Source: an optimization exercise on an open RTL-to-GDS flow (aim: a short achievable clock period and few clock cycles). Production flows keep margins and buffers that such runs may drop. Where RTL was checked, it was by simulation tests only, not by an equivalence proof against the original. No functional check of the RTL was part of run 2. Power figures rest on the tool's default switching activity, not on a simulated workload.

## design.v

```verilog
package cpu_pkg;
	localparam int XLEN  = 32;
	localparam int REG_W = 5;
	localparam int PC_W  = 16;
	localparam logic [REG_W-1:0] RA_REG = 5'd31;   
	localparam logic [4:0] OP_RTYPE = 5'd0;
	localparam logic [4:0] OP_J     = 5'd1;
	localparam logic [4:0] OP_BNE   = 5'd2;
	localparam logic [4:0] OP_JAL   = 5'd3;
	localparam logic [4:0] OP_JR    = 5'd4;
	localparam logic [4:0] OP_ADDI  = 5'd5;
	localparam logic [4:0] OP_BLT   = 5'd6;
	localparam logic [4:0] OP_SW    = 5'd7;
	localparam logic [4:0] OP_LW    = 5'd8;
	localparam logic [4:0] ALU_ADD = 5'd0;
	localparam logic [4:0] ALU_SUB = 5'd1;
	localparam logic [4:0] ALU_AND = 5'd2;
	localparam logic [4:0] ALU_OR  = 5'd3;
	localparam logic [4:0] ALU_SLL = 5'd4;
	localparam logic [4:0] ALU_SRA = 5'd5;
	localparam int SEL_ADD  = 0;   
	localparam int SEL_AND  = 1;
	localparam int SEL_OR   = 2;
	localparam int SEL_SLL  = 3;
	localparam int SEL_SRA  = 4;
	localparam int SEL_LINK = 5;   
	localparam int SEL_LOAD = 6;   
	localparam int N_SEL    = 7;
endpackage
module alu (
	input  logic [cpu_pkg::XLEN-1:0]  a,
	input  logic [cpu_pkg::XLEN-1:0]  b,
	input  logic                      sub,
	input  logic [cpu_pkg::N_SEL-1:0] sel,
	input  logic [cpu_pkg::REG_W-1:0] shamt,
	input  logic [cpu_pkg::XLEN-1:0]  link,
	input  logic [cpu_pkg::XLEN-1:0]  load,
	output logic [cpu_pkg::XLEN-1:0]  result
);
	logic [cpu_pkg::XLEN-1:0] sum;
	logic [cpu_pkg::XLEN-1:0] sll_r;
	logic [cpu_pkg::XLEN-1:0] sra_r;
	prefix_add #(.W(cpu_pkg::XLEN)) u_add (
		.a   (a),
		.b   (b),   
		.cin (sub),
		.sum (sum)
	);
	assign sll_r = a << shamt;
	assign sra_r = $signed(a) >>> shamt;
	assign result = ({cpu_pkg::XLEN{sel[cpu_pkg::SEL_ADD]}}  & sum)
	              | ({cpu_pkg::XLEN{sel[cpu_pkg::SEL_AND]}}  & (a & b))
	              | ({cpu_pkg::XLEN{sel[cpu_pkg::SEL_OR]}}   & (a | b))
	              | ({cpu_pkg::XLEN{sel[cpu_pkg::SEL_SLL]}}  & sll_r)
	              | ({cpu_pkg::XLEN{sel[cpu_pkg::SEL_SRA]}}  & sra_r)
	              | ({cpu_pkg::XLEN{sel[cpu_pkg::SEL_LINK]}} & link)
	              | ({cpu_pkg::XLEN{sel[cpu_pkg::SEL_LOAD]}} & load);
endmodule
module prefix_carry #(
	parameter int W = 32
) (
	input  logic [W-1:0] g0,
	input  logic [W-1:0] p0,
	output logic [W-1:0] co
);
	localparam int L = (W > 32) ? 6 : (W > 16) ? 5 : (W > 8) ? 4 : (W > 4) ? 3 : (W > 2) ? 2 : 1;
	for (genvar l = 0; l <= L; l++) begin : g_lvl
		logic [W-1:0] g;
		logic [W-1:0] t;
		if (l == 0) begin : g_in
			assign g = g0;
			assign t = p0;
		end else begin : g_merge
			localparam int D = 1 << (l - 1);
			assign g[D-1:0] = g_lvl[l-1].g[D-1:0];
			assign t[D-1:0] = g_lvl[l-1].t[D-1:0];
			assign g[W-1:D] = g_lvl[l-1].g[W-1:D] | (g_lvl[l-1].t[W-1:D] & g_lvl[l-1].g[W-1-D:0]);
			assign t[W-1:D] = g_lvl[l-1].t[W-1:D] & g_lvl[l-1].t[W-1-D:0];
		end
	end
	assign co = g_lvl[L].g;
endmodule
module prefix_add #(
	parameter int W = 32
) (
	input  logic [W-1:0] a,
	input  logic [W-1:0] b,
	input  logic         cin,
	output logic [W-1:0] sum
);
	logic [W-1:0] p;
	logic [W-1:0] g;
	logic [W-1:0] co;
	assign p = a ^ b;
	assign g = {a[W-1:1] & b[W-1:1], (a[0] & b[0]) | (p[0] & cin)};
	prefix_carry #(.W(W)) u_carry (
		.g0 (g),
		.p0 (p),
		.co (co)
	);
	assign sum = p ^ {co[W-2:0], cin};
endmodule
module prefix_less #(
	parameter int W = 32
) (
	input  logic [W-1:0] a,
	input  logic [W-1:0] b,
	output logic         less
);
	logic [W-1:0] nb;
	logic [W-1:0] co;
	assign nb = ~b;
	prefix_carry #(.W(W)) u_carry (
		.g0 ({a[W-1:1] & nb[W-1:1], a[0] | nb[0]}),
		.p0 (a ^ nb),
		.co (co)
	);
	assign less = !co[W-1];
endmodule
module pc_counter #(
	parameter int PC_W  = 16,
	parameter int BHT_W = 5,
	parameter int LP_N  = 4,   
	parameter int LP_W  = 4,   
	parameter int LP_IW = 2    
) (
	input  logic             clock,
	input  logic             rst_n,
	input  logic             stall,
	input  logic             redirect,
	input  logic [PC_W-1:0]  redirect_pc,
	input  logic [cpu_pkg::XLEN-1:0] q_imem,
	input  logic             upd_en,      
	input  logic [BHT_W-1:0] upd_idx,
	input  logic             upd_taken,
	input  logic             upd_back,
	input  logic [PC_W-1:0]  upd_pc,
	input  logic [cpu_pkg::REG_W-1:0] d_const_reg,   
	input  logic [PC_W-1:0]  d_const,
	output logic [PC_W-1:0]  pc,
	output logic [PC_W-1:0]  pc1,
	output logic             pred_taken,
	output logic [PC_W-1:0]  alt_pc,      
	output logic [cpu_pkg::XLEN-1:0] address_imem
);
	localparam int N_BHT = 1 << BHT_W;
	logic [4:0]      opc;
	logic            is_jmp;
	logic            is_br;
	logic            is_jr;
	logic            back;
	logic [PC_W-1:0] br_tgt;
	logic [PC_W-1:0] jr_guess;
	logic [PC_W-1:0] pred_pc;
	logic [PC_W-1:0] ras;
	logic [1:0]      bht_ctr [N_BHT];
	logic            bht_vld [N_BHT];
	logic            bht_taken;
	logic [PC_W-1:0] lp_tag  [LP_N];
	logic            lp_vld  [LP_N];
	logic            lp_trv  [LP_N];   
	logic [LP_W-1:0] lp_trip [LP_N];
	logic [LP_W-1:0] lp_cur  [LP_N];
	logic [LP_N-1:0] lp_hit;
	logic [LP_N-1:0] lp_uhit;
	logic [LP_IW-1:0] lp_next;
	logic            lp_use;
	logic            lp_taken;
	assign opc    = q_imem[31:27];
	assign is_jmp = (opc == cpu_pkg::OP_J) || (opc == cpu_pkg::OP_JAL);
	assign is_br  = (opc == cpu_pkg::OP_BNE) || (opc == cpu_pkg::OP_BLT);
	assign is_jr  = (opc == cpu_pkg::OP_JR);
	assign back   = q_imem[15];
	assign pc1          = pc + 1'b1;
	assign jr_guess     = (q_imem[26:22] == cpu_pkg::RA_REG) ? ras :
		((q_imem[26:22] == d_const_reg) ? d_const : pc1);
	prefix_add #(.W(PC_W)) u_tgt (
		.a   (pc),
		.b   (q_imem[15:0]),
		.cin (1'b1),
		.sum (br_tgt)
	);
	assign address_imem = cpu_pkg::XLEN'(pc);
	assign bht_taken  = bht_vld[pc[BHT_W-1:0]] ? bht_ctr[pc[BHT_W-1:0]][1] : back;
	always_comb begin
		lp_use   = 1'b0;
		lp_taken = 1'b0;
		for (int i = 0; i < LP_N; i++) begin
			lp_hit[i]  = lp_vld[i] && lp_tag[i] == pc;
			lp_uhit[i] = lp_vld[i] && lp_tag[i] == upd_pc;
			if (lp_hit[i] && lp_trv[i]) begin
				lp_use   = 1'b1;
				lp_taken = lp_cur[i] != lp_trip[i];
			end
		end
	end
	assign pred_taken = is_br && (back && lp_use ? lp_taken : bht_taken);
	always_comb begin
		pred_pc = pc1;
		alt_pc  = br_tgt;
		if (is_jmp) begin
			pred_pc = q_imem[15:0];
		end else if (pred_taken) begin
			pred_pc = br_tgt;
			alt_pc  = pc1;
		end else if (is_jr) begin
			pred_pc = jr_guess;
			alt_pc  = jr_guess;
		end
	end
	always_ff @(posedge clock) begin
		if (!rst_n) begin
			pc <= '0;
		end else if (redirect) begin
			pc <= redirect_pc;
		end else if (!stall) begin
			pc <= pred_pc;
		end
	end
	always_ff @(posedge clock) begin
		if (!rst_n) begin
			ras <= '0;
		end else if (opc == cpu_pkg::OP_JAL) begin
			ras <= pc1;
		end
	end
	for (genvar i = 0; i < N_BHT; i++) begin : g_bht
		always_ff @(posedge clock) begin
			if (!rst_n) begin
				bht_vld[i] <= 1'b0;
				bht_ctr[i] <= 2'd0;
			end else if (upd_en && upd_idx == BHT_W'(i)) begin
				bht_vld[i] <= 1'b1;
				if (!bht_vld[i]) begin
					bht_ctr[i] <= upd_taken ? (upd_back ? 2'd3 : 2'd2) : (upd_back ? 2'd1 : 2'd0);
				end else if (upd_taken) begin
					bht_ctr[i] <= (bht_ctr[i] == 2'd3) ? 2'd3 : bht_ctr[i] + 2'd1;
				end else begin
					bht_ctr[i] <= (bht_ctr[i] == 2'd0) ? 2'd0 : bht_ctr[i] - 2'd1;
				end
			end
		end
	end
	always_ff @(posedge clock) begin
		if (!rst_n) begin
			lp_next <= '0;
			for (int i = 0; i < LP_N; i++) begin
				lp_vld[i]  <= 1'b0;
				lp_trv[i]  <= 1'b0;
				lp_tag[i]  <= '0;
				lp_trip[i] <= '0;
				lp_cur[i]  <= '0;
			end
		end else if (upd_en && upd_back) begin
			if (lp_uhit == '0) begin
				lp_next          <= lp_next + 1'b1;
				lp_vld[lp_next]  <= 1'b1;
				lp_trv[lp_next]  <= !upd_taken;
				lp_tag[lp_next]  <= upd_pc;
				lp_trip[lp_next] <= '0;
				lp_cur[lp_next]  <= upd_taken ? LP_W'(1) : '0;
			end else begin
				for (int i = 0; i < LP_N; i++) begin
					if (lp_uhit[i]) begin
						if (upd_taken) begin
							if (lp_cur[i] != '1) begin
								lp_cur[i] <= lp_cur[i] + 1'b1;
							end
						end else begin
							lp_trv[i]  <= 1'b1;
							lp_trip[i] <= lp_cur[i];
							lp_cur[i]  <= '0;
						end
					end
				end
			end
		end
	end
endmodule
module hazard_ctrl (
	input  logic                      clock,
	input  logic                      rst_n,
	input  logic [cpu_pkg::XLEN-1:0]  q_imem,     
	input  logic                      d_valid,
	input  logic                      d_is_mem,
	input  logic                      d_writes,   
	input  logic [cpu_pkg::REG_W-1:0] d_dest,
	input  logic [cpu_pkg::REG_W-1:0] d_src_a,
	input  logic [cpu_pkg::REG_W-1:0] d_src_b,
	input  logic                      e_wen,
	input  logic [cpu_pkg::REG_W-1:0] e_dest,
	output logic                      fwd_e_a,
	output logic                      fwd_e_b,
	output logic                      fwd_w_a,
	output logic                      fwd_w_b,
	output logic                      stall
);
	logic [cpu_pkg::REG_W-1:0] n_src_a;
	logic [cpu_pkg::REG_W-1:0] n_src_b;
	assign stall = d_valid && d_is_mem && fwd_e_a;
	assign n_src_a = stall ? d_src_a : q_imem[21:17];
	assign n_src_b = stall ? d_src_b :
		((q_imem[31:27] == cpu_pkg::OP_RTYPE) ? q_imem[16:12] : q_imem[26:22]);
	always_ff @(posedge clock) begin
		if (!rst_n) begin
			fwd_e_a <= 1'b0;
			fwd_e_b <= 1'b0;
			fwd_w_a <= 1'b0;
			fwd_w_b <= 1'b0;
		end else begin
			fwd_e_a <= !stall && d_writes && d_dest == n_src_a;
			fwd_e_b <= !stall && d_writes && d_dest == n_src_b;
			fwd_w_a <= e_wen && e_dest == n_src_a;
			fwd_w_b <= e_wen && e_dest == n_src_b;
		end
	end
endmodule
module decode_stage #(
	parameter int PC_W  = 16
) (
	input  logic             clock,
	input  logic             rst_n,
	input  logic             stall,
	input  logic             redirect,
	input  logic [cpu_pkg::XLEN-1:0]  q_imem,
	input  logic [PC_W-1:0]  f_pc,
	input  logic [PC_W-1:0]  f_pc1,
	input  logic             f_pred_taken,
	input  logic [PC_W-1:0]  f_alt_pc,
	input  logic [cpu_pkg::XLEN-1:0]  data_read_reg_a,
	input  logic [cpu_pkg::XLEN-1:0]  data_read_reg_b,
	output logic [cpu_pkg::REG_W-1:0] ctrl_read_reg_a,
	output logic [cpu_pkg::REG_W-1:0] ctrl_read_reg_b,
	input  logic             fwd_e_a,
	input  logic             fwd_e_b,
	input  logic             fwd_w_a,
	input  logic             fwd_w_b,
	input  logic [cpu_pkg::XLEN-1:0]  e_result,
	input  logic [cpu_pkg::XLEN-1:0]  w_data,
	output logic             d_valid,
	output logic             d_is_mem,
	output logic             d_writes,
	output logic [cpu_pkg::REG_W-1:0] d_dest,
	output logic [cpu_pkg::REG_W-1:0] d_const_reg,
	output logic [PC_W-1:0]  d_const,
	output logic             e_valid,
	output logic             e_wen,
	output logic [cpu_pkg::REG_W-1:0] e_dest,
	output logic [cpu_pkg::XLEN-1:0]  e_a,
	output logic [cpu_pkg::XLEN-1:0]  e_b,
	output logic [cpu_pkg::XLEN-1:0]  e_addr,
	output logic             e_sub,
	output logic [cpu_pkg::N_SEL-1:0] e_sel,
	output logic [cpu_pkg::REG_W-1:0] e_shamt,
	output logic [PC_W-1:0]  e_pc1,
	output logic             e_is_sw,
	output logic             e_is_bne,
	output logic             e_is_blt,
	output logic             e_is_jr,
	output logic             e_back,
	output logic             e_pred_taken,
	output logic [PC_W-1:0]  e_alt_pc,
	output logic [PC_W-1:0]  e_pc
);
	logic [cpu_pkg::XLEN-1:0]  d_instr;
	logic [PC_W-1:0]  d_pc1;
	logic             d_pred_taken;
	logic [PC_W-1:0]  d_alt_pc;
	logic [PC_W-1:0]  d_pc;
	logic [cpu_pkg::REG_W-1:0] d_rb;
	logic [4:0]       opc;
	logic [cpu_pkg::REG_W-1:0] rd;
	logic [cpu_pkg::REG_W-1:0] rs;
	logic [4:0]       aluop;
	logic [cpu_pkg::XLEN-1:0]  imm;
	logic             is_r;
	logic             use_imm;
	logic             is_sub;
	logic             writes;
	logic [cpu_pkg::REG_W-1:0] dest;
	logic [cpu_pkg::N_SEL-1:0] sel;
	logic [cpu_pkg::XLEN-1:0]  a_val;
	logic [cpu_pkg::XLEN-1:0]  b_val;
	logic [cpu_pkg::XLEN-1:0]  base;
	logic [cpu_pkg::XLEN-1:0]  addr;
	always_ff @(posedge clock) begin
		if (!rst_n || redirect) begin
			d_valid <= 1'b0;
		end else if (!stall) begin
			d_valid <= 1'b1;
		end
	end
	always_ff @(posedge clock) begin
		if (!stall) begin
			d_instr      <= q_imem;
			d_pc1        <= f_pc1;
			d_pred_taken <= f_pred_taken;
			d_alt_pc     <= f_alt_pc;
			d_pc         <= f_pc;
			d_rb         <= (q_imem[31:27] == cpu_pkg::OP_RTYPE) ? q_imem[16:12] : q_imem[26:22];
		end
	end
	assign opc   = d_instr[31:27];
	assign rd    = d_instr[26:22];
	assign rs    = d_instr[21:17];
	assign aluop = d_instr[6:2];
	assign imm   = {{15{d_instr[16]}}, d_instr[16:0]};
	assign ctrl_read_reg_a = rs;
	assign ctrl_read_reg_b = d_rb;
	assign d_writes        = d_valid && writes;
	assign d_dest          = dest;
	assign d_const_reg     = (d_valid && opc == cpu_pkg::OP_ADDI && rs == '0) ? rd : '0;
	assign d_const         = d_instr[PC_W-1:0];
	assign is_r     = (opc == cpu_pkg::OP_RTYPE);
	assign use_imm  = (opc == cpu_pkg::OP_ADDI);
	assign is_sub   = is_r && aluop == cpu_pkg::ALU_SUB;
	assign d_is_mem = (opc == cpu_pkg::OP_LW) || (opc == cpu_pkg::OP_SW);
	assign dest     = (opc == cpu_pkg::OP_JAL) ? cpu_pkg::RA_REG : rd;
	assign writes   = (is_r || opc == cpu_pkg::OP_ADDI || opc == cpu_pkg::OP_LW ||
		opc == cpu_pkg::OP_JAL) && dest != '0;
	always_comb begin
		sel = '0;
		sel[cpu_pkg::SEL_ADD]  = (is_r && (aluop == cpu_pkg::ALU_ADD || aluop == cpu_pkg::ALU_SUB)) ||
			opc == cpu_pkg::OP_ADDI;
		sel[cpu_pkg::SEL_AND]  = is_r && aluop == cpu_pkg::ALU_AND;
		sel[cpu_pkg::SEL_OR]   = is_r && aluop == cpu_pkg::ALU_OR;
		sel[cpu_pkg::SEL_SLL]  = is_r && aluop == cpu_pkg::ALU_SLL;
		sel[cpu_pkg::SEL_SRA]  = is_r && aluop == cpu_pkg::ALU_SRA;
		sel[cpu_pkg::SEL_LINK] = opc == cpu_pkg::OP_JAL;
		sel[cpu_pkg::SEL_LOAD] = opc == cpu_pkg::OP_LW;
	end
	assign a_val = fwd_e_a ? e_result : (fwd_w_a ? w_data : data_read_reg_a);
	assign b_val = use_imm ? imm : ((fwd_e_b ? e_result : (fwd_w_b ? w_data : data_read_reg_b)) ^
		{cpu_pkg::XLEN{is_sub}});
	assign base  = fwd_w_a ? w_data : data_read_reg_a;
	prefix_add #(.W(cpu_pkg::XLEN)) u_agu (
		.a   (base),
		.b   (imm),
		.cin (1'b0),
		.sum (addr)
	);
	always_ff @(posedge clock) begin
		if (!rst_n || redirect || stall || !d_valid) begin
			e_valid  <= 1'b0;
			e_wen    <= 1'b0;
			e_sel    <= '0;
			e_is_sw  <= 1'b0;
			e_is_bne <= 1'b0;
			e_is_blt <= 1'b0;
			e_is_jr  <= 1'b0;
		end else begin
			e_valid  <= 1'b1;
			e_wen    <= writes;
			e_sel    <= sel;
			e_is_sw  <= opc == cpu_pkg::OP_SW;
			e_is_bne <= opc == cpu_pkg::OP_BNE;
			e_is_blt <= opc == cpu_pkg::OP_BLT;
			e_is_jr  <= opc == cpu_pkg::OP_JR;
		end
	end
	always_ff @(posedge clock) begin
		e_dest       <= dest;
		e_a          <= a_val;
		e_b          <= b_val;
		e_addr       <= addr;
		e_sub        <= is_sub;
		e_shamt      <= d_instr[11:7];
		e_pc1        <= d_pc1;
		e_back       <= d_instr[15];
		e_pred_taken <= d_pred_taken;
		e_alt_pc     <= d_alt_pc;
		e_pc         <= d_pc;
	end
endmodule
module execute_stage #(
	parameter int PC_W = 16
) (
	input  logic [cpu_pkg::XLEN-1:0]  e_a,
	input  logic [cpu_pkg::XLEN-1:0]  e_b,
	input  logic [cpu_pkg::XLEN-1:0]  e_addr,
	input  logic             e_sub,
	input  logic [cpu_pkg::N_SEL-1:0] e_sel,
	input  logic [cpu_pkg::REG_W-1:0] e_shamt,
	input  logic [PC_W-1:0]  e_pc1,
	input  logic             e_is_sw,
	input  logic             e_is_bne,
	input  logic             e_is_blt,
	input  logic             e_is_jr,
	input  logic             e_pred_taken,
	input  logic [PC_W-1:0]  e_alt_pc,
	input  logic [cpu_pkg::XLEN-1:0]  q_dmem,
	output logic [cpu_pkg::XLEN-1:0]  e_result,
	output logic             br_resolved,
	output logic             br_taken,
	output logic             redirect,
	output logic [PC_W-1:0]  redirect_pc,
	output logic [cpu_pkg::XLEN-1:0]  address_dmem,
	output logic [cpu_pkg::XLEN-1:0]  data,
	output logic             wren
);
	logic not_equal;
	logic less_than;
	alu u_alu (
		.a      (e_a),
		.b      (e_b),
		.sub    (e_sub),
		.sel    (e_sel),
		.shamt  (e_shamt),
		.link   (cpu_pkg::XLEN'(e_pc1)),
		.load   (q_dmem),
		.result (e_result)
	);
	assign not_equal = (e_b != e_a);
	prefix_less #(.W(cpu_pkg::XLEN)) u_lt (
		.a    ({~e_b[cpu_pkg::XLEN-1], e_b[cpu_pkg::XLEN-2:0]}),
		.b    ({~e_a[cpu_pkg::XLEN-1], e_a[cpu_pkg::XLEN-2:0]}),
		.less (less_than)
	);
	assign br_resolved = e_is_bne || e_is_blt;   
	assign br_taken    = e_is_bne ? not_equal : less_than;
	assign redirect    = (e_is_bne && (not_equal ^ e_pred_taken)) ||
		(e_is_blt && (less_than ^ e_pred_taken)) ||
		(e_is_jr && e_b[PC_W-1:0] != e_alt_pc);
	assign redirect_pc = e_is_jr ? e_b[PC_W-1:0] : e_alt_pc;
	assign address_dmem = e_addr;
	assign data         = e_b;
	assign wren         = e_is_sw;
endmodule
module mem_wb_stage (
	input  logic             clock,
	input  logic             rst_n,
	input  logic             e_wen,
	input  logic [cpu_pkg::REG_W-1:0] e_dest,
	input  logic [cpu_pkg::XLEN-1:0]  e_result,
	output logic             reg_write_en,
	output logic [cpu_pkg::REG_W-1:0] reg_write_addr,
	output logic [cpu_pkg::XLEN-1:0]  reg_write_data
);
	always_ff @(posedge clock) begin
		if (!rst_n) begin
			reg_write_en <= 1'b0;
		end else begin
			reg_write_en <= e_wen;
		end
	end
	always_ff @(posedge clock) begin
		reg_write_addr <= e_dest;
		reg_write_data <= e_result;
	end
endmodule
module processor #(
	parameter int PC_W  = 16,
	parameter int BHT_W = 5
) (
	input  logic             clock,
	input  logic             rst_n,
	output logic [cpu_pkg::XLEN-1:0]  address_imem,
	input  logic [cpu_pkg::XLEN-1:0]  q_imem,
	output logic [cpu_pkg::XLEN-1:0]  address_dmem,
	output logic [cpu_pkg::XLEN-1:0]  data,
	output logic             wren,
	input  logic [cpu_pkg::XLEN-1:0]  q_dmem,
	output logic [cpu_pkg::REG_W-1:0] ctrl_read_reg_a,
	output logic [cpu_pkg::REG_W-1:0] ctrl_read_reg_b,
	input  logic [cpu_pkg::XLEN-1:0]  data_read_reg_a,
	input  logic [cpu_pkg::XLEN-1:0]  data_read_reg_b,
	output logic             reg_write_en,
	output logic [cpu_pkg::REG_W-1:0] reg_write_addr,
	output logic [cpu_pkg::XLEN-1:0]  reg_write_data
);
	logic             stall;
	logic             redirect;
	logic [PC_W-1:0]  redirect_pc;
	logic [PC_W-1:0]  f_pc;
	logic [PC_W-1:0]  f_pc1;
	logic             f_pred_taken;
	logic [PC_W-1:0]  f_alt_pc;
	logic             fwd_e_a;
	logic             fwd_e_b;
	logic             fwd_w_a;
	logic             fwd_w_b;
	logic             d_valid;
	logic             d_is_mem;
	logic             d_writes;
	logic [cpu_pkg::REG_W-1:0] d_dest;
	logic [cpu_pkg::REG_W-1:0] d_const_reg;
	logic [PC_W-1:0]  d_const;
	logic             e_valid;
	logic             e_wen;
	logic [cpu_pkg::REG_W-1:0] e_dest;
	logic [cpu_pkg::XLEN-1:0]  e_a;
	logic [cpu_pkg::XLEN-1:0]  e_b;
	logic [cpu_pkg::XLEN-1:0]  e_addr;
	logic             e_sub;
	logic [cpu_pkg::N_SEL-1:0] e_sel;
	logic [cpu_pkg::REG_W-1:0] e_shamt;
	logic [PC_W-1:0]  e_pc1;
	logic             e_is_sw;
	logic             e_is_bne;
	logic             e_is_blt;
	logic             e_is_jr;
	logic             e_back;
	logic             e_pred_taken;
	logic [PC_W-1:0]  e_alt_pc;
	logic [PC_W-1:0]  e_pc;
	logic [cpu_pkg::XLEN-1:0]  e_result;
	logic             br_resolved;
	logic             br_taken;
	pc_counter #(.PC_W(PC_W), .BHT_W(BHT_W)) u_fetch (
		.clock        (clock),
		.rst_n        (rst_n),
		.stall        (stall),
		.redirect     (redirect),
		.redirect_pc  (redirect_pc),
		.q_imem       (q_imem),
		.upd_en       (br_resolved),
		.upd_idx      (e_pc[BHT_W-1:0]),
		.upd_pc       (e_pc),
		.d_const_reg  (d_const_reg),
		.d_const      (d_const),
		.upd_taken    (br_taken),
		.upd_back     (e_back),
		.pc           (f_pc),
		.pc1          (f_pc1),
		.pred_taken   (f_pred_taken),
		.alt_pc       (f_alt_pc),
		.address_imem (address_imem)
	);
	hazard_ctrl u_hazard (
		.clock    (clock),
		.rst_n    (rst_n),
		.q_imem   (q_imem),
		.d_valid  (d_valid),
		.d_writes (d_writes),
		.d_dest   (d_dest),
		.d_is_mem (d_is_mem),
		.d_src_a  (ctrl_read_reg_a),
		.d_src_b  (ctrl_read_reg_b),
		.e_wen    (e_wen),
		.e_dest   (e_dest),
		.fwd_e_a  (fwd_e_a),
		.fwd_e_b  (fwd_e_b),
		.fwd_w_a  (fwd_w_a),
		.fwd_w_b  (fwd_w_b),
		.stall    (stall)
	);
	decode_stage #(.PC_W(PC_W)) u_decode (
		.clock           (clock),
		.rst_n           (rst_n),
		.stall           (stall),
		.redirect        (redirect),
		.q_imem          (q_imem),
		.f_pc            (f_pc),
		.f_pc1           (f_pc1),
		.f_pred_taken    (f_pred_taken),
		.f_alt_pc        (f_alt_pc),
		.data_read_reg_a (data_read_reg_a),
		.data_read_reg_b (data_read_reg_b),
		.ctrl_read_reg_a (ctrl_read_reg_a),
		.ctrl_read_reg_b (ctrl_read_reg_b),
		.fwd_e_a         (fwd_e_a),
		.fwd_e_b         (fwd_e_b),
		.fwd_w_a         (fwd_w_a),
		.fwd_w_b         (fwd_w_b),
		.e_result        (e_result),
		.w_data          (reg_write_data),
		.d_valid         (d_valid),
		.d_is_mem        (d_is_mem),
		.d_writes        (d_writes),
		.d_dest          (d_dest),
		.d_const_reg     (d_const_reg),
		.d_const         (d_const),
		.e_valid         (e_valid),
		.e_wen           (e_wen),
		.e_dest          (e_dest),
		.e_a             (e_a),
		.e_b             (e_b),
		.e_addr          (e_addr),
		.e_sub           (e_sub),
		.e_sel           (e_sel),
		.e_shamt         (e_shamt),
		.e_pc1           (e_pc1),
		.e_is_sw         (e_is_sw),
		.e_is_bne        (e_is_bne),
		.e_is_blt        (e_is_blt),
		.e_is_jr         (e_is_jr),
		.e_back          (e_back),
		.e_pred_taken    (e_pred_taken),
		.e_alt_pc        (e_alt_pc),
		.e_pc            (e_pc)
	);
	execute_stage #(.PC_W(PC_W)) u_execute (
		.e_a          (e_a),
		.e_b          (e_b),
		.e_addr       (e_addr),
		.e_sub        (e_sub),
		.e_sel        (e_sel),
		.e_shamt      (e_shamt),
		.e_pc1        (e_pc1),
		.e_is_sw      (e_is_sw),
		.e_is_bne     (e_is_bne),
		.e_is_blt     (e_is_blt),
		.e_is_jr      (e_is_jr),
		.e_pred_taken (e_pred_taken),
		.e_alt_pc     (e_alt_pc),
		.q_dmem       (q_dmem),
		.e_result     (e_result),
		.br_resolved  (br_resolved),
		.br_taken     (br_taken),
		.redirect     (redirect),
		.redirect_pc  (redirect_pc),
		.address_dmem (address_dmem),
		.data         (data),
		.wren         (wren)
	);
	mem_wb_stage u_mem_wb (
		.clock          (clock),
		.rst_n          (rst_n),
		.e_wen          (e_wen),
		.e_dest         (e_dest),
		.e_result       (e_result),
		.reg_write_en   (reg_write_en),
		.reg_write_addr (reg_write_addr),
		.reg_write_data (reg_write_data)
	);
endmodule
```

## run.sh

```bash
#!/bin/bash
# synth_recipe.tcl (not shown) runs the flow's synth.tcl, then flattens the netlist and writes it again
# the make line also repeats each setting of config.mk as NAME=value (left out here)
make -C /OpenROAD-flow-scripts/flow DESIGN_CONFIG=/design/flow/config.mk WORK_HOME=/design/flow/orfs CLKGATE_MAP_FILE= SYNTH_SCRIPT=/design/flow/synth_recipe.tcl finish
```

## config.mk

```make
export PLATFORM = sky130hd
export DESIGN_NAME = processor
export DESIGN_NICKNAME = processor
export VERILOG_FILES = /design/flow/design.v
export SDC_FILE = /design/flow/constraint.sdc
export NUM_CORES = 4
export LEC_CHECK = 0
export ABC_CLOCK_PERIOD_IN_PS = 1000
export CAP_MARGIN = 20
export CORE_MARGIN = 2
export CORE_UTILIZATION = 40
export SETUP_SLACK_MARGIN = 3.6
export SLEW_MARGIN = 20
```

## constraint.sdc

```tcl
create_clock -name core_clock -period 6.5 [get_ports {clock}]
set_input_delay 1.3000 -clock core_clock [delete_from_list [all_inputs] [get_ports {clock}]]
set_output_delay 1.3000 -clock core_clock [all_outputs]
set_load 0.01 [all_outputs]
```

==> reports/qor.txt, run 1 <==
syn_area_per_cell: 8.68 um2
H-tree Lvls: 2
Final Hold Vio Count: 0
CTS Sinks: 532
initial core utilization: 0.403
port buffer count: 258
Post-synth top flop: dfxtp_1
CP peak stage delay: 0.45 ns
yosys warns: 6
Worst path slowest cell: o41a_1
setup TNS: 0 ns
# setup viols final: 0
CTS tree: yes
Synth area leaders: dfxtp_1 23%, edfxtp_1 13%, nor2_1 5.9%
Post-Syn Area: 33600 um2
worst ir drop on vdd: 242 uV
most frequent cells after synthesis: 528 x nor2_1, 381 x dfxtp_1, 333 x a21oi_1
crit path kind: reg -> reg
DRT iter0 DRCs: 3867
Remaining DRCs: 0
RSZ-0062 raised after global routing: yes
crit-path max FO: 17
TritonRoute pass-1 iters: 5
most frequent cell after synthesis: nor2_1
Seq/Total Area, Yosys: 0.362
Highest Clock Rate: 0.276 GHz
total grt overflow: 0
Leak Pwr: 18.9 nW
Placed Instance Area: 37800 um2
critical path, cell by cell: inv_4, ha_2, buf_12, nand3_1, nand3_1, a31o_2, a2111oi_4, nor3_4, o41a_1, buf_4, o21ai_4, buf_12, buf_4, mux2i_2, a211oi_1, o31a_1
global placer's final weighted congestion: 0.984
post-synthesis cell type count: 97
Worst EP arrival: 4.17 ns
CTS clk-pin slew, worst paths: 0.07 ns
number of flops mapped to enable cells by yosys: 151
Layout area overhead: 42.0%
core area: 83400 um2
Clock Skew: 0.0616 ns
Cells after Synth: 3874
vias per cell: 6.11
clock root cell: clkbuf_16
Die Area: 86400 um2
CTS Buf Count: 61
Req. time, crit path: 7.05 ns
first-pass GRT wire length: 207 mm
DP Wirelength: 96.4 mm
Placement Rows: 106
layout cell share with drive strength beyond 1: 0.307
Tmin final: 3.63 ns
vias in the first global route: 31700
GRT Overall Usage: 0.318
flops & latches, synth: 532
Critical Path Start Type: register
crit end category: register
FILL cells: 7152
via count: 34000
Multi-input gate area: 23600 um2
Worst-Margin Slew: 1.02 ns
period utilization: 0.558
worst hold slack: 0.330 ns
maximum clock path buffer count: 3
total power: 10.2 mW
Die Y: 294 um
pwr dens: 213 nW/um2
post-synth top area share: 0.227
nets: 4716
Top Ports: 275
initial antenna violation count: 13
max_cap viols: 0
fraction of registers with async set or reset after synthesis: 0
HP Class: reg -> reg
Synth area leader: dfxtp_1
DR WL/cell: 26.4 um
ANT nets after route: 0
Die X: 294 um
Slew HR: 0.310
largest net degree at the start of global routing: 67
fin area: 47700 um2
Detailed Route WL: 147 mm
register area: 12400 um2
Slew Limit Fails: 0
Clock Latency Late Sink: 0.69 ns
outcome: no timing/DRC/antenna violations
[placed cells by master, fill, tap and decap left out, drive strengths merged, types with 38 or more instances in the layout]
cell type / instances
edfxtp: 151
nand4: 38
nor2: 528
nor3: 91
xor2: 133
nand2: 282
o211ai: 67
nand3: 73
buf: 456
clkbuf: 97
nor2b: 38
a21oi: 333
clkdlybuf4s50: 152
ha: 156
dfxtp: 381
mux2i: 106
dlygate4sd2: 69
mux4: 64
xnor2: 148
mux2: 58
a211oi: 63
a22oi: 50
o22ai: 47
o21ai: 156
inv: 204
[sequential cells by signal (all words and copies together), names as in the netlist, 32 cells and up]
register,count
u_fetch.bht_ctr,64
u_fetch.lp_tag,64
u_decode.e_b,32
u_mem_wb.reg_write_data,32
u_decode.d_instr,32
u_decode.e_a,32
u_fetch.bht_vld,32
u_decode.e_addr,32
[through the flow]
stage	cells	utilization	setup slack [ns]
after CTS	5401	0.537	3.01
after floorplan	3889	-	2.77
final	5565	0.572	2.87
after global placement	5043	0.454	1.69
after detailed placement	5043	0.454	1.73
after global routing	5562	0.572	2.83
[cell type report]
class,instances,area share
well taps,1080,0.0283
diodes,6,0.000315
clock inverters,34,0.0104
flip-flops and latches,532,0.261
multi-input cells,2908,0.494
repair inverters,2,0.000472
clock buffers,82,0.0364
repair buffers,714,0.151
inverters,207,0.0181
[path summary, 6_finish.rpt]
| check | depth (start not counted) | from | slack [ns] | endpoint |
|---|---|---|---|---|
| hold / removal | 0 | u_decode.d_pc1[6] | 0.33 | u_decode.e_pc1[6] |
| setup / recovery | 16 | u_fetch.pc[0] | 2.87 | u_fetch.pc[7] |
| hold reg to reg | 0 | u_decode.d_pc1[6] | 0.33 | u_decode.e_pc1[6] |
| setup reg to reg | 16 | u_fetch.pc[0] | 2.87 | u_fetch.pc[7] |
[layer usage]
metal	share of wire	GRT usage	wire (um)	vias up
li1	-	-	-	15100
met1	0.39	0.419	58000	16600
met2	0.45	0.496	65800	1900
met3	0.096	0.0627	14100	430
met4	0.061	0.163	8910	4
met5	0.00018	0	27	-
[where the power goes]
part / total [mW] / switching, mW / internal (mW)
combinational: 2.56 / 1.38 / 1.18
clock: 3.81 / 1.53 / 2.28
sequential: 3.81 / 0.208 / 3.60
[kinds of logic after synthesis]
family	Yosys count	share of synthesized area
AND/OR/NAND/NOR	1221	0.165
multiplexers	228	0.0938
other	1	0.000112
buffers and inverters	455	0.0544
flip-flops	532	0.362
XOR/XNOR	282	0.0739
AO/OA/AOI/OAI	995	0.191
adder cells (fa/ha/maj)	160	0.0604
[worst max-delay path: cells and delay by family (launching register included)]
family,cells,cell delay (ns)
compound gates,6,1.62
buf+inv,5,0.70
flops,1,0.41
simple gates,3,0.29
mux,1,0.24
fa+ha+maj,1,0.22
[timing repair]
| item | 4_1_cts | 5_1_grt |
|---|---|---|
| hold buffers | 0 | 0 |
| cloned | 15 | 11 |
| gates resized for setup | 769 | 387 |
| buffers inserted | 227 | 147 |
| pin swaps | 195 | 225 |
| setup endpoints to repair | 450 | 303 |
Testbench counts, summed over its fixed seeds: cycles 163,252.
==> run 2, diff against run 1 <==
--- a/design.v
+++ b/design.v
@@ -44,3 +44,3 @@
 		.a   (a),
-		.b   (b),   
+		.b   (sub ? ~b : b),
 		.cin (sub),
@@ -65,3 +65,3 @@
 );
-	localparam int L = (W > 32) ? 6 : (W > 16) ? 5 : (W > 8) ? 4 : (W > 4) ? 3 : (W > 2) ? 2 : 1;
+	localparam int L = $clog2(W);
 	for (genvar l = 0; l <= L; l++) begin : g_lvl
@@ -123,4 +123,3 @@
 	parameter int LP_N  = 4,   
-	parameter int LP_W  = 4,   
-	parameter int LP_IW = 2    
+	parameter int LP_W  = 4    
 ) (
@@ -137,4 +136,2 @@
 	input  logic [PC_W-1:0]  upd_pc,
-	input  logic [cpu_pkg::REG_W-1:0] d_const_reg,   
-	input  logic [PC_W-1:0]  d_const,
 	output logic [PC_W-1:0]  pc,
@@ -165,3 +162,3 @@
 	logic [LP_N-1:0] lp_uhit;
-	logic [LP_IW-1:0] lp_next;
+	logic [$clog2(LP_N)-1:0] lp_next;
 	logic            lp_use;
@@ -174,10 +171,4 @@
 	assign pc1          = pc + 1'b1;
-	assign jr_guess     = (q_imem[26:22] == cpu_pkg::RA_REG) ? ras :
-		((q_imem[26:22] == d_const_reg) ? d_const : pc1);
-	prefix_add #(.W(PC_W)) u_tgt (
-		.a   (pc),
-		.b   (q_imem[15:0]),
-		.cin (1'b1),
-		.sum (br_tgt)
-	);
+	assign br_tgt       = pc1 + q_imem[15:0];
+	assign jr_guess     = (q_imem[26:22] == cpu_pkg::RA_REG) ? ras : pc1;
 	assign address_imem = cpu_pkg::XLEN'(pc);
@@ -343,4 +334,2 @@
 	output logic [cpu_pkg::REG_W-1:0] d_dest,
-	output logic [cpu_pkg::REG_W-1:0] d_const_reg,
-	output logic [PC_W-1:0]  d_const,
 	output logic             e_valid,
@@ -377,3 +366,2 @@
 	logic             use_imm;
-	logic             is_sub;
 	logic             writes;
@@ -411,7 +399,4 @@
 	assign d_dest          = dest;
-	assign d_const_reg     = (d_valid && opc == cpu_pkg::OP_ADDI && rs == '0) ? rd : '0;
-	assign d_const         = d_instr[PC_W-1:0];
 	assign is_r     = (opc == cpu_pkg::OP_RTYPE);
 	assign use_imm  = (opc == cpu_pkg::OP_ADDI);
-	assign is_sub   = is_r && aluop == cpu_pkg::ALU_SUB;
 	assign d_is_mem = (opc == cpu_pkg::OP_LW) || (opc == cpu_pkg::OP_SW);
@@ -432,4 +417,3 @@
 	assign a_val = fwd_e_a ? e_result : (fwd_w_a ? w_data : data_read_reg_a);
-	assign b_val = use_imm ? imm : ((fwd_e_b ? e_result : (fwd_w_b ? w_data : data_read_reg_b)) ^
-		{cpu_pkg::XLEN{is_sub}});
+	assign b_val = use_imm ? imm : (fwd_e_b ? e_result : (fwd_w_b ? w_data : data_read_reg_b));
 	assign base  = fwd_w_a ? w_data : data_read_reg_a;
@@ -465,3 +449,3 @@
 		e_addr       <= addr;
-		e_sub        <= is_sub;
+		e_sub        <= is_r && aluop == cpu_pkg::ALU_SUB;
 		e_shamt      <= d_instr[11:7];
@@ -585,4 +569,2 @@
 	logic [cpu_pkg::REG_W-1:0] d_dest;
-	logic [cpu_pkg::REG_W-1:0] d_const_reg;
-	logic [PC_W-1:0]  d_const;
 	logic             e_valid;
@@ -618,4 +600,2 @@
 		.upd_pc       (e_pc),
-		.d_const_reg  (d_const_reg),
-		.d_const      (d_const),
 		.upd_taken    (br_taken),
@@ -670,4 +650,2 @@
 		.d_dest          (d_dest),
-		.d_const_reg     (d_const_reg),
-		.d_const         (d_const),
 		.e_valid         (e_valid),
--- a/config.mk
+++ b/config.mk
@@ -7,3 +7,3 @@
 export LEC_CHECK = 0
-export ABC_CLOCK_PERIOD_IN_PS = 1000
+export ABC_CLOCK_PERIOD_IN_PS = 2000
 export CAP_MARGIN = 20
==> run 2 against run 1 <==
  * Core utilization fell by 0.51 points
  * Global-route usage fell by 1.0 points
  * Wire length fell by 4.0%
  * Largest cell class unchanged
  * Largest power group unchanged
==> reports/qor.txt, run 2 <==
Die X: 294 um
via count: 33100
Placement Rows: 106
FILL cells: 7179
ANT nets after route: 0
Synth area leaders: dfxtp_1 23%, edfxtp_1 14%, ha_1 6.9%
Placed Instance Area: 37300 um2
cell repeated most along the worst path: buf_4
Seq/Total Area, Yosys: 0.362
Synth area leader: dfxtp_1
Top Ports: 275
largest net degree at the start of global routing: 82
RSZ-0062 raised after global routing: yes
vias per cell: 5.99
fraction of registers with async set or reset after synthesis: 0
largest family of logic cells by synthesized area: compound AO/OA/AOI/OAI gates
crit-path leading delay family: compound AO/OA/AOI/OAI gates
Die Area: 86200 um2
post-synthesis mux area share: 0.0890
total grt overflow: 0
post-synthesis adder-cell area fraction: 0.0711
CTS Sinks: 532
Clock Skew: 0.0321 ns
post-synth top area share: 0.227
most frequent cells after synthesis: 519 x nor2_1, 381 x dfxtp_1, 296 x a21oi_1
Cells after Synth: 3826
worst hold slack: 0.324 ns
DR WL/cell: 25.5 um
CTS clk-pin slew, worst paths: 0.06 ns
vias in the first global route: 31200
Clock Latency Late Sink: 0.67 ns
port buffer count: 258
Buffers & Inverters on Critical Path: 4
CTS tree: yes
Slew Limit Fails: 0
CP peak stage delay: 0.41 ns
layout cell share with drive strength beyond 1: 0.297
clock root cell: clkbuf_16
outcome: no timing/DRC/antenna violations
DP Wirelength: 90.8 mm
GRT Overall Usage: 0.308
Setup WS pre-CTS: 1.65 ns
total power: 10.2 mW
initial core utilization: 0.403
crit path kind: reg -> reg
core area: 83300 um2
final std cells w/o fill: 5529
first-pass GRT wire length: 200 mm
syn_area_per_cell: 8.77 um2
post-synthesis cell type count: 88
most frequent cell after synthesis: nor2_1
crit end category: register
HP Class: reg -> reg
fin area: 47200 um2
period utilization: 0.553
CTS Buf Count: 60
Worst-Margin Slew: 1.15 ns
crit-path max FO: 5
maximum clock path buffer count: 3
Req. time, crit path: 7.06 ns
Critical Path Start Type: register
Die Y: 294 um
Slew HR: 0.228
setup TNS: 0 ns
Layout area overhead: 40.8%
leading cell type in the layout, fill and taps excluded: nor2_1
Post-synth top flop: dfxtp_1
Worst EP arrival: 4.16 ns
critical path, cell by cell: clkinvlp_4, buf_4, nor3_4, buf_4, nand3_2, xor2_2, inv_1, ha_4, and2_1, o21ai_1, o21ai_2, o41ai_2, xnor2_1, mux2i_1, a211oi_2, a21o_1
flops & latches, synth: 532
post-synthesis simple-gate area fraction: 0.171
H-tree Lvls: 2
TritonRoute pass-1 iters: 8
Post-Syn Area: 33600 um2
yosys warns: 6
top flop regs: u_fetch.bht_ctr: 64 flops, u_fetch.lp_tag: 64 flops
Tmin final: 3.60 ns
nets: 4712
Util after Layout: 0.567
xor and xnor area share after synthesis: 0.0718
DRT iter0 DRCs: 3446
max_cap viols: 0
# setup viols final: 0
global placer's final weighted congestion: 0.977
Leak Pwr: 19.2 nW
Final Hold Vio Count: 0
Remaining DRCs: 0
worst ir drop on vdd: 217 uV
cell count after placement: 4993
Highest Clock Rate: 0.278 GHz
Worst path slowest cell: dfxtp_4
complex-gate fraction of the synthesized area: 0.180
number of flops mapped to enable cells by yosys: 151
Final WS setup: 2.90 ns
pwr dens: 215 nW/um2
Detailed Route WL: 141 mm
most frequent cells in the layout: 469 x nor2_1, 283 x buf_4, 282 x dfxtp_1, 235 x nand2_1, 203 x a21oi_1
initial antenna violation count: 11
-- run 2: cell count changes after synthesis, moves of 24 or more --
cell     delta
xnor2_1    -24
nor3_1     -40
a21oi_1    -37
ha_1       +30
nand2_1    -26
and2_1     +63
-- run 2: cell type report --
cell class,instances,area (um2),share of cell area
clock inverter,25,288,0.00609
sequential,532,12500,0.264
inverter,203,803,0.0170
timing repair buffer,725,7360,0.156
antenna,5,12.5,0.000265
clock buffer,88,1760,0.0373
tap,1080,1350,0.0286
multi-input combinational,2871,23200,0.491
-- run 2: logic make-up (layout without fill, tap and decap cells) --
logic type	Yosys count	count (layout)
AO/OA/AOI/OAI	939	940
XOR/XNOR	275	275
adder cells (fa/ha/maj)	189	189
flip-flops	532	532
multiplexers	213	213
AND/OR/NAND/NOR	1235	1238
buffers and inverters	442	1041
other	1	21
-- run 2: per-layer routing --
metal	wire, um	GRT usage	up-vias
li1	-	-	14800
met1	51800	0.365	15900
met2	65000	0.502	1793
met3	13100	0.0721	582
met4	10800	0.196	8
met5	40	0	-
-- run 2: worst paths after layout --
kind,startpoint,endpoint,slack [ns],cells past startpoint
setup / recovery,u_fetch.pc[0],u_fetch.pc[15],2.90,16
hold / removal,u_decode.d_pc[15],u_decode.e_pc[15],0.32,0
setup reg to reg,u_fetch.pc[0],u_fetch.pc[15],2.90,16
hold reg to reg,u_decode.d_pc[15],u_decode.e_pc[15],0.32,0
-- run 2: timing repair --
| item | in CTS | in global routing |
|---|---|---|
| endpoints found under the setup margin | 545 | 346 |
| pin swaps | 279 | 201 |
| gates cloned | 17 | 4 |
| hold buffers | 0 | 0 |
| resized for setup | 821 | 320 |
| buffers inserted | 288 | 108 |
-- run 2: power breakdown --
group          switching, mW  internal, mW
clock                   1.52          2.05
sequential             0.250          3.63
combinational           1.40          1.30
==> run 3, diff against run 2 <==
--- a/design.v
+++ b/design.v
@@ -21,9 +21,10 @@
 	localparam int SEL_ADD  = 0;   
-	localparam int SEL_AND  = 1;
-	localparam int SEL_OR   = 2;
-	localparam int SEL_SLL  = 3;
-	localparam int SEL_SRA  = 4;
-	localparam int SEL_LINK = 5;   
-	localparam int SEL_LOAD = 6;   
-	localparam int N_SEL    = 7;
+	localparam int SEL_SUB  = 1;   
+	localparam int SEL_AND  = 2;
+	localparam int SEL_OR   = 3;
+	localparam int SEL_SLL  = 4;
+	localparam int SEL_SRA  = 5;
+	localparam int SEL_LINK = 6;   
+	localparam int SEL_LOAD = 7;   
+	localparam int N_SEL    = 8;
 endpackage
@@ -32,3 +33,2 @@
 	input  logic [cpu_pkg::XLEN-1:0]  b,
-	input  logic                      sub,
 	input  logic [cpu_pkg::N_SEL-1:0] sel,
@@ -37,5 +37,8 @@
 	input  logic [cpu_pkg::XLEN-1:0]  load,
+	output logic [cpu_pkg::XLEN-1:0]  sum,
+	output logic [cpu_pkg::XLEN-1:0]  dif,
+	output logic [cpu_pkg::XLEN-1:0]  rest,
 	output logic [cpu_pkg::XLEN-1:0]  result
 );
-	logic [cpu_pkg::XLEN-1:0] sum;
+	logic [cpu_pkg::XLEN-1:0] nsum;
 	logic [cpu_pkg::XLEN-1:0] sll_r;
@@ -44,10 +47,16 @@
 		.a   (a),
-		.b   (sub ? ~b : b),
-		.cin (sub),
+		.b   (b),
+		.cin (1'b0),
 		.sum (sum)
 	);
+	prefix_add #(.W(cpu_pkg::XLEN)) u_sub (
+		.a   (~a),
+		.b   (b),
+		.cin (1'b0),
+		.sum (nsum)
+	);
+	assign dif = ~nsum;
 	assign sll_r = a << shamt;
 	assign sra_r = $signed(a) >>> shamt;
-	assign result = ({cpu_pkg::XLEN{sel[cpu_pkg::SEL_ADD]}}  & sum)
-	              | ({cpu_pkg::XLEN{sel[cpu_pkg::SEL_AND]}}  & (a & b))
+	assign rest   = ({cpu_pkg::XLEN{sel[cpu_pkg::SEL_AND]}}  & (a & b))
 	              | ({cpu_pkg::XLEN{sel[cpu_pkg::SEL_OR]}}   & (a | b))
@@ -57,2 +66,5 @@
 	              | ({cpu_pkg::XLEN{sel[cpu_pkg::SEL_LOAD]}} & load);
+	assign result = ({cpu_pkg::XLEN{sel[cpu_pkg::SEL_ADD]}} & sum)
+	              | ({cpu_pkg::XLEN{sel[cpu_pkg::SEL_SUB]}} & dif)
+	              | rest;
 endmodule
@@ -65,3 +77,3 @@
 );
-	localparam int L = $clog2(W);
+	localparam int L = (W > 32) ? 6 : (W > 16) ? 5 : (W > 8) ? 4 : (W > 4) ? 3 : (W > 2) ? 2 : 1;
 	for (genvar l = 0; l <= L; l++) begin : g_lvl
@@ -119,2 +131,38 @@
 endmodule
+module addr_add (
+	input  logic [cpu_pkg::XLEN-1:0] base,
+	input  logic [16:0]              imm,
+	output logic [cpu_pkg::XLEN-1:0] addr
+);
+	logic [15:0] lo_co;
+	logic [15:0] lo_p;
+	logic [15:0] hi;
+	logic [15:0] hi_inc;
+	logic [15:0] hi_dec;
+	logic [15:0] inc_c;
+	logic [15:0] dec_c;
+	logic        c16;
+	assign lo_p = base[15:0] ^ imm[15:0];
+	prefix_carry #(.W(16)) u_lo (
+		.g0 (base[15:0] & imm[15:0]),
+		.p0 (lo_p),
+		.co (lo_co)
+	);
+	assign c16 = lo_co[15];
+	assign hi  = base[31:16];
+	prefix_carry #(.W(16)) u_inc (
+		.g0 ({15'd0, hi[0]}),
+		.p0 (hi),
+		.co (inc_c)
+	);
+	prefix_carry #(.W(16)) u_dec (
+		.g0 ({15'd0, !hi[0]}),
+		.p0 (~hi),
+		.co (dec_c)
+	);
+	assign hi_inc = hi ^ {inc_c[14:0], 1'b1};
+	assign hi_dec = hi ^ {dec_c[14:0], 1'b1};
+	assign addr[15:0]  = lo_p ^ {lo_co[14:0], 1'b0};
+	assign addr[31:16] = (c16 == imm[16]) ? hi : (c16 ? hi_inc : hi_dec);
+endmodule
 module pc_counter #(
@@ -123,3 +171,4 @@
 	parameter int LP_N  = 4,   
-	parameter int LP_W  = 4    
+	parameter int LP_W  = 4,   
+	parameter int LP_IW = 2    
 ) (
@@ -131,7 +180,8 @@
 	input  logic [cpu_pkg::XLEN-1:0] q_imem,
-	input  logic             upd_en,      
-	input  logic [BHT_W-1:0] upd_idx,
-	input  logic             upd_taken,
-	input  logic             upd_back,
-	input  logic [PC_W-1:0]  upd_pc,
+	input  logic             e_upd_en,    
+	input  logic             e_upd_taken,
+	input  logic             e_upd_back,
+	input  logic [PC_W-1:0]  e_upd_pc,
+	input  logic [cpu_pkg::REG_W-1:0] d_const_reg,   
+	input  logic [PC_W-1:0]  d_const,
 	output logic [PC_W-1:0]  pc,
@@ -155,2 +205,7 @@
 	logic            bht_taken;
+	logic             upd_en;
+	logic [BHT_W-1:0] upd_idx;
+	logic             upd_taken;
+	logic             upd_back;
+	logic [PC_W-1:0]  upd_pc;
 	logic [PC_W-1:0] lp_tag  [LP_N];
@@ -162,3 +217,3 @@
 	logic [LP_N-1:0] lp_uhit;
-	logic [$clog2(LP_N)-1:0] lp_next;
+	logic [LP_IW-1:0] lp_next;
 	logic            lp_use;
@@ -171,4 +226,10 @@
 	assign pc1          = pc + 1'b1;
-	assign br_tgt       = pc1 + q_imem[15:0];
-	assign jr_guess     = (q_imem[26:22] == cpu_pkg::RA_REG) ? ras : pc1;
+	assign jr_guess     = (q_imem[26:22] == cpu_pkg::RA_REG) ? ras :
+		((q_imem[26:22] == d_const_reg) ? d_const : pc1);
+	prefix_add #(.W(PC_W)) u_tgt (
+		.a   (pc),
+		.b   (q_imem[15:0]),
+		.cin (1'b1),
+		.sum (br_tgt)
+	);
 	assign address_imem = cpu_pkg::XLEN'(pc);
@@ -210,2 +271,15 @@
 	end
+	assign upd_idx = upd_pc[BHT_W-1:0];
+	always_ff @(posedge clock) begin
+		if (!rst_n) begin
+			upd_en <= 1'b0;
+		end else begin
+			upd_en <= e_upd_en;
+		end
+	end
+	always_ff @(posedge clock) begin
+		upd_taken <= e_upd_taken;
+		upd_back  <= e_upd_back;
+		upd_pc    <= e_upd_pc;
+	end
 	always_ff @(posedge clock) begin
@@ -328,3 +402,5 @@
 	input  logic             fwd_w_b,
-	input  logic [cpu_pkg::XLEN-1:0]  e_result,
+	input  logic [cpu_pkg::XLEN-1:0]  e_sum,
+	input  logic [cpu_pkg::XLEN-1:0]  e_dif,
+	input  logic [cpu_pkg::XLEN-1:0]  e_rest,
 	input  logic [cpu_pkg::XLEN-1:0]  w_data,
@@ -334,2 +410,4 @@
 	output logic [cpu_pkg::REG_W-1:0] d_dest,
+	output logic [cpu_pkg::REG_W-1:0] d_const_reg,
+	output logic [PC_W-1:0]  d_const,
 	output logic             e_valid,
@@ -340,4 +418,3 @@
 	output logic [cpu_pkg::XLEN-1:0]  e_addr,
-	output logic             e_sub,
-	output logic [cpu_pkg::N_SEL-1:0] e_sel,
+	output logic [cpu_pkg::N_SEL-1:0] e_sel,   
 	output logic [cpu_pkg::REG_W-1:0] e_shamt,
@@ -366,2 +443,3 @@
 	logic             use_imm;
+	logic             is_sub;
 	logic             writes;
@@ -399,4 +477,7 @@
 	assign d_dest          = dest;
+	assign d_const_reg     = (d_valid && opc == cpu_pkg::OP_ADDI && rs == '0) ? rd : '0;
+	assign d_const         = d_instr[PC_W-1:0];
 	assign is_r     = (opc == cpu_pkg::OP_RTYPE);
 	assign use_imm  = (opc == cpu_pkg::OP_ADDI);
+	assign is_sub   = is_r && aluop == cpu_pkg::ALU_SUB;
 	assign d_is_mem = (opc == cpu_pkg::OP_LW) || (opc == cpu_pkg::OP_SW);
@@ -407,4 +488,4 @@
 		sel = '0;
-		sel[cpu_pkg::SEL_ADD]  = (is_r && (aluop == cpu_pkg::ALU_ADD || aluop == cpu_pkg::ALU_SUB)) ||
-			opc == cpu_pkg::OP_ADDI;
+		sel[cpu_pkg::SEL_ADD]  = (is_r && aluop == cpu_pkg::ALU_ADD) || opc == cpu_pkg::OP_ADDI;
+		sel[cpu_pkg::SEL_SUB]  = is_sub;
 		sel[cpu_pkg::SEL_AND]  = is_r && aluop == cpu_pkg::ALU_AND;
@@ -416,10 +497,20 @@
 	end
-	assign a_val = fwd_e_a ? e_result : (fwd_w_a ? w_data : data_read_reg_a);
-	assign b_val = use_imm ? imm : (fwd_e_b ? e_result : (fwd_w_b ? w_data : data_read_reg_b));
+	function automatic logic [cpu_pkg::XLEN-1:0] pick(input logic fe, input logic fw,
+		input logic [cpu_pkg::N_SEL-1:0] es, input logic [cpu_pkg::XLEN-1:0] sum,
+		input logic [cpu_pkg::XLEN-1:0] dif, input logic [cpu_pkg::XLEN-1:0] rest,
+		input logic [cpu_pkg::XLEN-1:0] wd, input logic [cpu_pkg::XLEN-1:0] rf);
+		pick = ({cpu_pkg::XLEN{fe && es[cpu_pkg::SEL_ADD]}} & sum)
+		     | ({cpu_pkg::XLEN{fe && es[cpu_pkg::SEL_SUB]}} & dif)
+		     | ({cpu_pkg::XLEN{fe}} & rest)
+		     | ({cpu_pkg::XLEN{!fe && fw}} & wd)
+		     | ({cpu_pkg::XLEN{!fe && !fw}} & rf);
+	endfunction
+	assign a_val = pick(fwd_e_a, fwd_w_a, e_sel, e_sum, e_dif, e_rest, w_data, data_read_reg_a);
+	assign b_val = use_imm ? imm :
+		pick(fwd_e_b, fwd_w_b, e_sel, e_sum, e_dif, e_rest, w_data, data_read_reg_b);
 	assign base  = fwd_w_a ? w_data : data_read_reg_a;
-	prefix_add #(.W(cpu_pkg::XLEN)) u_agu (
-		.a   (base),
-		.b   (imm),
-		.cin (1'b0),
-		.sum (addr)
+	addr_add u_agu (
+		.base (base),
+		.imm  (d_instr[16:0]),
+		.addr (addr)
 	);
@@ -428,2 +519,8 @@
 			e_valid  <= 1'b0;
+		end else begin
+			e_valid  <= 1'b1;
+		end
+	end
+	always_ff @(posedge clock) begin
+		if (!rst_n || stall || !d_valid) begin
 			e_wen    <= 1'b0;
@@ -435,3 +532,2 @@
 		end else begin
-			e_valid  <= 1'b1;
 			e_wen    <= writes;
@@ -449,3 +545,2 @@
 		e_addr       <= addr;
-		e_sub        <= is_r && aluop == cpu_pkg::ALU_SUB;
 		e_shamt      <= d_instr[11:7];
@@ -464,3 +559,3 @@
 	input  logic [cpu_pkg::XLEN-1:0]  e_addr,
-	input  logic             e_sub,
+	input  logic             e_valid,
 	input  logic [cpu_pkg::N_SEL-1:0] e_sel,
@@ -476,2 +571,5 @@
 	output logic [cpu_pkg::XLEN-1:0]  e_result,
+	output logic [cpu_pkg::XLEN-1:0]  e_sum,
+	output logic [cpu_pkg::XLEN-1:0]  e_dif,
+	output logic [cpu_pkg::XLEN-1:0]  e_rest,
 	output logic             br_resolved,
@@ -489,3 +587,2 @@
 		.b      (e_b),
-		.sub    (e_sub),
 		.sel    (e_sel),
@@ -494,2 +591,5 @@
 		.load   (q_dmem),
+		.sum    (e_sum),
+		.dif    (e_dif),
+		.rest   (e_rest),
 		.result (e_result)
@@ -502,7 +602,7 @@
 	);
-	assign br_resolved = e_is_bne || e_is_blt;   
+	assign br_resolved = e_valid && (e_is_bne || e_is_blt);
 	assign br_taken    = e_is_bne ? not_equal : less_than;
-	assign redirect    = (e_is_bne && (not_equal ^ e_pred_taken)) ||
+	assign redirect    = e_valid && ((e_is_bne && (not_equal ^ e_pred_taken)) ||
 		(e_is_blt && (less_than ^ e_pred_taken)) ||
-		(e_is_jr && e_b[PC_W-1:0] != e_alt_pc);
+		(e_is_jr && e_b[PC_W-1:0] != e_alt_pc));
 	assign redirect_pc = e_is_jr ? e_b[PC_W-1:0] : e_alt_pc;
@@ -510,3 +610,3 @@
 	assign data         = e_b;
-	assign wren         = e_is_sw;
+	assign wren         = e_valid && e_is_sw;
 endmodule
@@ -569,2 +669,4 @@
 	logic [cpu_pkg::REG_W-1:0] d_dest;
+	logic [cpu_pkg::REG_W-1:0] d_const_reg;
+	logic [PC_W-1:0]  d_const;
 	logic             e_valid;
@@ -575,3 +677,3 @@
 	logic [cpu_pkg::XLEN-1:0]  e_addr;
-	logic             e_sub;
+	logic             e_wen_v;
 	logic [cpu_pkg::N_SEL-1:0] e_sel;
@@ -588,4 +690,8 @@
 	logic [cpu_pkg::XLEN-1:0]  e_result;
+	logic [cpu_pkg::XLEN-1:0]  e_sum;
+	logic [cpu_pkg::XLEN-1:0]  e_dif;
+	logic [cpu_pkg::XLEN-1:0]  e_rest;
 	logic             br_resolved;
 	logic             br_taken;
+	assign e_wen_v = e_valid && e_wen;
 	pc_counter #(.PC_W(PC_W), .BHT_W(BHT_W)) u_fetch (
@@ -597,7 +703,8 @@
 		.q_imem       (q_imem),
-		.upd_en       (br_resolved),
-		.upd_idx      (e_pc[BHT_W-1:0]),
-		.upd_pc       (e_pc),
-		.upd_taken    (br_taken),
-		.upd_back     (e_back),
+		.e_upd_en     (br_resolved),
+		.e_upd_pc     (e_pc),
+		.d_const_reg  (d_const_reg),
+		.d_const      (d_const),
+		.e_upd_taken  (br_taken),
+		.e_upd_back   (e_back),
 		.pc           (f_pc),
@@ -618,3 +725,3 @@
 		.d_src_b  (ctrl_read_reg_b),
-		.e_wen    (e_wen),
+		.e_wen    (e_wen_v),
 		.e_dest   (e_dest),
@@ -644,3 +751,5 @@
 		.fwd_w_b         (fwd_w_b),
-		.e_result        (e_result),
+		.e_sum           (e_sum),
+		.e_dif           (e_dif),
+		.e_rest          (e_rest),
 		.w_data          (reg_write_data),
@@ -650,2 +759,4 @@
 		.d_dest          (d_dest),
+		.d_const_reg     (d_const_reg),
+		.d_const         (d_const),
 		.e_valid         (e_valid),
@@ -656,3 +767,2 @@
 		.e_addr          (e_addr),
-		.e_sub           (e_sub),
 		.e_sel           (e_sel),
@@ -673,3 +783,3 @@
 		.e_addr       (e_addr),
-		.e_sub        (e_sub),
+		.e_valid      (e_valid),
 		.e_sel        (e_sel),
@@ -685,2 +795,5 @@
 		.e_result     (e_result),
+		.e_sum        (e_sum),
+		.e_dif        (e_dif),
+		.e_rest       (e_rest),
 		.br_resolved  (br_resolved),
@@ -696,3 +809,3 @@
 		.rst_n          (rst_n),
-		.e_wen          (e_wen),
+		.e_wen          (e_wen_v),
 		.e_dest         (e_dest),
--- a/config.mk
+++ b/config.mk
@@ -7,3 +7,3 @@
 export LEC_CHECK = 0
-export ABC_CLOCK_PERIOD_IN_PS = 2000
+export ABC_CLOCK_PERIOD_IN_PS = 1000
 export CAP_MARGIN = 20
==> run 3 against run 2 <==
  * Still clean
  * Final cell count up 2.3%
  * Worst setup slack gained 0.040 ns
  * Combinational power fell by 7.8%
  * Area after synthesis increased by 4.0%
  * Worst hold slack gained 0.0014 ns
  * Count of clock-buffer cells in the layout shrank 10
  * Final area increased by 1.2%
  * Global-route usage rose by 0.35 points
  * Critical path depth is the same
  * Highest routed layer unchanged
==> reports/qor.txt, run 3 <==
Worst EP arrival: 4.06 ns
maximum clock path buffer count: 3
via count: 34200
r2r worst-path depth: 13
total power: 9.99 mW
global placer's final weighted congestion: 1.00
vias in the first global route: 32200
Worst-Margin Slew: 1.07 ns
Req. time, crit path: 7.01 ns
vias per cell: 6.05
first-pass GRT wire length: 212 mm
total grt overflow: 0
worst ir drop on vdd: 245 uV
Seq/Total Area, Yosys: 0.360
Synth area leader: dfxtp_1
Util after Layout: 0.552
initial antenna violation count: 11
Die Y: 299 um
# setup viols final: 0
number of flops mapped to enable cells by yosys: 151
ANT nets after route: 0
nets: 4718
DR WL/cell: 25.9 um
Slew HR: 0.284
CTS Buf Count: 61
crit end category: register
fraction of registers with async set or reset after synthesis: 0
TritonRoute pass-1 iters: 6
CTS tree: yes
Slew Limit Fails: 0
Final Hold Vio Count: 0
Die Area: 89600 um2
DP Wirelength: 97.7 mm
Critical Path Start Type: input pin
period utilization: 0.547
Cells after Synth: 3983
Post-CTS Hold Buffers: 0
setup TNS: 0 ns
hold path start: u_decode.e_pc[8]
initial core utilization: 0.403
core area: 86600 um2
Placed Instance Area: 38700 um2
most frequent cell after synthesis: nor2_1
Top Ports: 275
layout cell share with drive strength beyond 1: 0.279
crit-path max FO: 5
Post-synth top flop: dfxtp_1
max_cap viols: 0
Remaining DRCs: 0
crit path kind: in -> reg
largest net degree at the start of global routing: 72
Highest Clock Rate: 0.281 GHz
worst r2r src: u_decode.d_instr[1]
port buffer count: 258
RSZ-0062 raised after global routing: yes
Layout area overhead: 37.0%
Post-Syn Area: 34900 um2
most frequent cells after synthesis: 431 x nor2_1, 401 x dfxtp_1, 281 x nand2_1
Tmin final: 3.55 ns
Leak Pwr: 18.6 nW
post-synthesis cell type count: 93
Hold Path Stages: 0
yosys warns: 6
DRT iter0 DRCs: 3501
outcome: no timing/DRC/antenna violations
GRT Overall Usage: 0.311
CTS clk-pin slew, worst paths: 0.06 ns
Clock Latency Late Sink: 0.68 ns
CTS Sinks: 552
HP Class: reg -> reg
Clock Skew: 0.0516 ns
Die X: 299 um
most frequent cells in the layout: 399 x nor2_1, 301 x dfxtp_1, 265 x nand2_1, 262 x buf_4, 192 x a21oi_1
H-tree Lvls: 2
fin area: 47800 um2
Placement Rows: 108
Detailed Route WL: 146 mm
post-synth top area share: 0.230
syn_area_per_cell: 8.76 um2
top flop regs: u_fetch.bht_ctr: 64 flops, u_fetch.lp_tag: 64 flops
Critical Path Source: data_read_reg_a[0]
Synth area leaders: dfxtp_1 23%, edfxtp_1 13%, ha_1 5.1%
flops & latches, synth: 552
leading cell type in the layout, fill and taps excluded: nor2_1
pwr dens: 209 nW/um2
worst hold slack: 0.325 ns
clock root cell: clkbuf_16
## run 3: cell types whose count changed after synthesis, sizes merged, moves of 35 or more
| cell | change |
|---|---|
| nor2 | -88 |
| xor2 | -67 |
| xnor2 | +66 |
| o21ai | +60 |
| a21oi | -48 |
| a22oi | -47 |
| ha | -44 |
| nand3 | +36 |
| o22ai | -35 |
## run 3: cell families (layout without fill, tap and decap cells)
group	Yosys count	after routing	synth area share
buffers and inverters	471	964	0.0558
adder cells (fa/ha/maj)	146	146	0.0532
flip-flops	552	552	0.360
AND/OR/NAND/NOR	1261	1265	0.171
other	1	21	0.000107
XOR/XNOR	274	274	0.0688
multiplexers	242	242	0.0910
AO/OA/AOI/OAI	1036	1036	0.200
## run 3: per-layer routing
layer	global-route usage	share of wire	wire, um	vias up
li1	-	-	-	15400
met1	0.369	0.37	54100	16500
met2	0.515	0.47	68500	1832
met3	0.0644	0.085	12400	506
met4	0.194	0.078	11400	12
met5	0	0.00055	80	-
## run 3: final timing paths
kind / to / slack, ns
setup / recovery: u_decode.e_addr[21] / 2.95
hold / removal: u_fetch.upd_pc[8] / 0.33
setup reg to reg: u_decode.e_addr[21] / 2.97
hold reg to reg: u_fetch.upd_pc[8] / 0.33
## run 3: through the flow
step	worst slack, ns	std cells
after floorplan	2.69	3998
after global placement	1.47	5180
after detailed placement	1.44	5180
after CTS	3.00	5567
after global routing	2.85	5653
final	2.95	5655
## run 3: area by class of cell
class	instances	area, um2
clock buffers	78	1660
clock inverters	38	404
flip-flops and latches	552	12800
diodes	5	12.5
multi-input cells	2979	24000
well taps	1155	1450
fillers	7619	38800
inverters	189	816
repair buffers	659	6600
## run 3: report_power, final
| group | leakage (nW) | switching (mW) | total [mW] | internal [mW] |
|---|---|---|---|---|
| Combinational | 12.7 | 1.35 | 2.49 | 1.14 |
| Clock | 0.997 | 1.53 | 3.55 | 2.02 |
| Sequential | 4.95 | 0.229 | 3.95 | 3.72 |
## run 3: critical path, stage by stage
cell and delay (ns):
buf_6 0.06, mux2_4 0.17, ha_4 0.14, inv_2 0.04, fa_2 0.33, nor2b_1 0.12, o21a_1 0.18, o21ai_2 0.09
a211o_1 0.34, a21boi_2 0.24, a221oi_4 0.11, o21a_4 0.25, buf_6 0.12, or3_4 0.36, a21oi_2 0.14, xnor2_1 0.07
## run 3: what timing repair did
action | in CTS | in global routing
endpoints found under the setup margin | 476 | 308
resized for setup | 774 | 290
setup buffers | 258 | 80
pin swaps | 211 | 183
cloned | 13 | 2
Testbench counts of run 3, summed over its fixed seeds: cycles 163,490.

static timing again, ports no longer ideal:
How much do the figures lean on ideal ports? The routed layouts below were timed once more, with nothing changed but the port constraints.
Step 1 sets driving cells, clkbuf_16 on the clock port and buf_2 on the other inputs (assumed; they add their load-dependent delay and slew).
Step 2 moves the port delays by t, midway between the first and last clock arrival at a register: inputs arrive t later, outputs are due t later. That takes back most of the time a late clock gives input paths.
a / b / c = ideal / step 1 / step 2; a / b = the first two.
run | t (ns) | slack for setup (ns) | worst hold slack (ns) | worst data-port slew with drivers (ns)
run 1 | 0.722 | 2.874 / 2.874 / 2.383 | 0.330 / 0.330 / 0.330 | 0.14
run 2 | 0.716 | 2.905 / 2.905 / 2.274 | 0.324 / 0.324 / 0.324 | 0.13
run 3 | 0.720 | 2.945 / 2.972 / 2.252 | 0.325 / 0.325 / 0.325 | 0.11
After both steps every run listed still meets setup and hold. The setup slack of run 3, which loses most, moves by +0.027 ns with the drivers and by -0.693 ns with both steps.
